From an optimization exercise on the open Yosys and OpenROAD flow, aimed at small area, a short achievable clock period and few clock cycles per item; shortcuts taken in it are not production practice.

Setup of red:
==> flow/design.v <==
`timescale 1ns/1ps
`default_nettype none
module ll_mngr (
  input  logic        clk,
  input  logic        reset_n,
  input  logic        cmd_valid,
  input  logic [2:0]  cmd_op,
  input  logic [2:0]  cmd_list,
  input  logic [5:0]  cmd_pos,
  input  logic [15:0] cmd_data,
  output logic        idle,
  output logic        resp_valid,
  output logic [1:0]  resp_status,
  output logic [15:0] resp_data
);
  function automatic logic gt3(input logic [2:0] a, input logic [2:0] b);
    gt3 = (a[2] & ~b[2]) |
          ((a[2] | ~b[2]) & a[1] & ~b[1]) |
          ((a[2] | ~b[2]) & (a[1] | ~b[1]) & a[0] & ~b[0]);
  endfunction
  logic [15:0] mem [32];
  logic [2:0]  tag [32];
  logic [31:0] free;
  logic [4:0]  start [9];
  logic [7:0]  empty_q;          
  logic        full_q;           
  logic        idle_q;
  logic [5:0]  cnt [8];
  logic [7:0]  one_k;            
  logic        almost_full;      
  logic [5:0]  total;
  logic [31:0] is_beg, is_end;   
  logic [4:0]  start_inc [9];
  always_comb begin
    for (int k = 0; k < 9; k++) start_inc[k] = start[k] + 5'd1;
    for (int k = 0; k < 8; k++) begin
      logic [4:0] diff;
      diff     = start[k+1] - start[k];
      cnt[k]   = {~empty_q[k] & (diff == 5'd0), diff};
      one_k[k] = (start_inc[k] == start[k+1]);
    end
    almost_full = (start_inc[8] == start[0]);
    total = {full_q, 5'(start[8] - start[0])};
    for (int j = 0; j < 32; j++) begin
      is_beg[j] = (start[0] == 5'(j));
      is_end[j] = (start[8] == 5'(j));
    end
  end
  logic       op_add, op_tail, op_del, op_read, op_cnt, op_tot;
  logic [7:0] lsel;
  logic [8:0] above_l;           
  logic [4:0] start_l;
  logic [5:0] cnt_l;
  logic       empty_l, one_l;
  logic       do_ins, do_del;
  assign op_add  = ~cmd_op[2] & ~cmd_op[1];
  assign op_tail = ~cmd_op[2] & ~cmd_op[1] & cmd_op[0];
  assign op_del  = ~cmd_op[2] & cmd_op[1] & ~cmd_op[0];
  assign op_read = ~cmd_op[2] & cmd_op[1] & cmd_op[0];
  assign op_cnt  = cmd_op[2] & ~cmd_op[1] & ~cmd_op[0];
  assign op_tot  = cmd_op[2] & ~cmd_op[1] & cmd_op[0];
  always_comb begin
    for (int k = 0; k < 8; k++)
      lsel[k] = (cmd_list[2] == k[2]) & (cmd_list[1] == k[1]) & (cmd_list[0] == k[0]);
    above_l[0] = 1'b0;
    for (int k = 1; k < 9; k++) above_l[k] = above_l[k-1] | lsel[k-1];
  end
  always_comb begin
    start_l  = '0;
    cnt_l    = '0;
    empty_l  = 1'b0;
    one_l    = 1'b0;
    for (int k = 0; k < 8; k++) begin
      start_l  = start_l  | ({5{lsel[k]}} & start[k]);
      cnt_l    = cnt_l    | ({6{lsel[k]}} & cnt[k]);
      empty_l  = empty_l  | (lsel[k] & empty_q[k]);
      one_l    = one_l    | (lsel[k] & one_k[k]);
    end
  end
  assign do_ins = cmd_valid & op_add & ~full_q;
  assign do_del = cmd_valid & op_del & ~empty_l;
  logic [31:0] in_l, ge, up, nw, fst;
  always_comb begin
    for (int j = 0; j < 32; j++) begin
      logic gt;
      gt      = ~free[j] & gt3(tag[j], cmd_list);
      in_l[j] = ~free[j] & (tag[j] == cmd_list);
      ge[j]   = gt | (in_l[j] & ~op_tail);
    end
    for (int j = 0; j < 32; j++) begin
      logic prev_ge, prev_lt, elig;
      prev_ge = ge[(j + 31) % 32];
      prev_lt = ~free[(j + 31) % 32] & ~prev_ge;
      elig    = ge[j] | is_end[j];
      up[j]   = (do_ins & elig & prev_ge) | (do_del & prev_lt);
      nw[j]   = do_ins & elig & ~prev_ge;
      fst[j]  = in_l[j] & (~in_l[(j + 31) % 32] | is_beg[j]);
    end
  end
  always_ff @(posedge clk) begin
    for (int j = 0; j < 32; j++) begin
      mem[j] <= ({16{up[j]}} & mem[(j + 31) % 32]) |
                ({16{nw[j]}} & cmd_data) |
                ({16{~(up[j] | nw[j])}} & mem[j]);
      tag[j] <= ({3{up[j]}} & tag[(j + 31) % 32]) |
                ({3{nw[j]}} & cmd_list) |
                ({3{~(up[j] | nw[j])}} & tag[j]);
    end
  end
  always_ff @(posedge clk) begin
    for (int j = 0; j < 32; j++) begin
      if (!reset_n)                free[j] <= 1'b1;
      else if (up[j])              free[j] <= free[(j + 31) % 32];
      else if (nw[j])              free[j] <= 1'b0;
      else if (do_del & is_beg[j]) free[j] <= 1'b1;
    end
  end
  always_ff @(posedge clk) begin
    if (!reset_n) begin
      for (int k = 0; k < 9; k++) start[k] <= 5'd0;
      empty_q <= 8'hff;
      full_q  <= 1'b0;
    end else begin
      for (int k = 0; k < 9; k++) begin
        if ((do_ins & above_l[k]) | (do_del & ~above_l[k]))
          start[k] <= start_inc[k];
      end
      for (int k = 0; k < 8; k++) begin
        if (do_ins & lsel[k]) empty_q[k] <= 1'b0;
        else if (do_del & lsel[k]) empty_q[k] <= one_k[k];
      end
      if (do_ins) full_q <= almost_full;
      else if (do_del) full_q <= 1'b0;
    end
  end
  logic [3:0]  lo_oh;
  logic [7:0]  hi_oh0, hi_oh1, hi_oh;
  logic [31:0] rsel;
  logic [15:0] hd;
  logic [1:0]  st;
  logic [15:0] rd;
  logic        pos_ok;
  logic [3:0] s_lo, p_lo;
  logic [7:0] s_hi, p_hi;
  logic       carry;
  always_comb begin
    for (int i = 0; i < 4; i++) begin
      s_lo[i] = (start_l[1:0] == 2'(i));
      p_lo[i] = (cmd_pos[1:0] == 2'(i));
    end
    for (int i = 0; i < 8; i++) begin
      s_hi[i] = (start_l[4:2] == 3'(i));
      p_hi[i] = (cmd_pos[4:2] == 3'(i));
    end
    carry = 1'b0;
    for (int i = 0; i < 4; i++) begin
      lo_oh[i] = 1'b0;
      for (int a = 0; a < 4; a++) begin
        lo_oh[i] = lo_oh[i] | (s_lo[a] & p_lo[(i - a + 4) % 4]);
        if (a + i >= 4) carry = carry | (s_lo[a] & p_lo[i]);
      end
    end
    for (int h = 0; h < 8; h++) begin
      hi_oh0[h] = 1'b0;
      for (int a = 0; a < 8; a++) hi_oh0[h] = hi_oh0[h] | (s_hi[a] & p_hi[(h - a + 8) % 8]);
    end
    for (int h = 0; h < 8; h++) hi_oh1[h] = hi_oh0[(h + 7) % 8];
    hi_oh = carry ? hi_oh1 : hi_oh0;
    for (int j = 0; j < 32; j++) rsel[j] = hi_oh[j / 4] & lo_oh[j % 4] & in_l[j];
    hd = '0;
    for (int j = 0; j < 32; j++) hd = hd | ({16{fst[j]}} & mem[j]);
  end
  assign pos_ok = ~cmd_pos[5] & (|rsel);
  always_comb begin
    st = 2'd0;
    if (op_add & full_q) st = 2'd2;
    else if ((op_del | op_read) & empty_l) st = 2'd1;
    else if (op_read & ~pos_ok) st = 2'd3;
    rd = '0;
    if (op_del) rd = hd;
    else if (op_cnt) rd = {10'd0, cnt_l};
    else if (op_tot) rd = {10'd0, total};
  end
  logic [31:0] rq;
  logic [15:0] rdq;
  always_ff @(posedge clk) begin
    rdq <= rd;
    rq  <= {32{op_read & ~cmd_pos[5]}} & rsel;
  end
  always_comb begin
    resp_data = rdq;
    for (int j = 0; j < 32; j++) resp_data = resp_data | ({16{rq[j]}} & mem[j]);
  end
  always_ff @(posedge clk) begin
    resp_valid  <= reset_n & cmd_valid;
    resp_status <= st;
  end
  always_ff @(posedge clk) begin
    idle_q <= ~reset_n | ~cmd_valid | idle_q;
  end
  assign idle = idle_q;
endmodule
`default_nettype wire
make LEC_CHECK=0 CAP_MARGIN=20 CORE_MARGIN=2 CORE_UTILIZATION=60 PLACE_DENSITY=0.72 SETUP_SLACK_MARGIN=2.2 SLEW_MARGIN=20 finish   # period 5.0 ns
run.sh (not shown) runs the stock make flow with config.mk's settings and CLKGATE_MAP_FILE= SYNTH_SCRIPT=/design/flow/synth_recipe.tcl, a recipe that flattens the netlist after the stock synthesis.
red: it failed during global routing, and the tool reported GRT-0116.
The following lists how orange was set up differently from red:
- swapping 2.2 for 1.6 in SETUP_SLACK_MARGIN
Notes after the runs:
Per the comparison of orange with red, total of hold buffers inserted after clock tree synthesis was more or less identical; CTS H-tree depth was more or less identical; mean instance size in the synthesized netlist was more or less identical.
Per the comparison of orange with red, count of buffers added by post-CTS timing repair for setup shrank by 310, standard cell area after detailed placement lost 0.61%.
orange has post-place setup slack below what red had.
Between orange and red, the difference in number of placed instances with taps included is negligible.
~same synthesized area in orange and red
Reported for orange and red, x dimension of the die turned out identical to the last digit.
Post-CTS resize count: orange vs red down 785
Reported for orange and red, area fraction in compound gates after synthesis turned out identical to the last digit.
Status(orange) = ERROR, stage = global routing
Function was not checked in any run of this note: the RTL went through the layout flow alone.
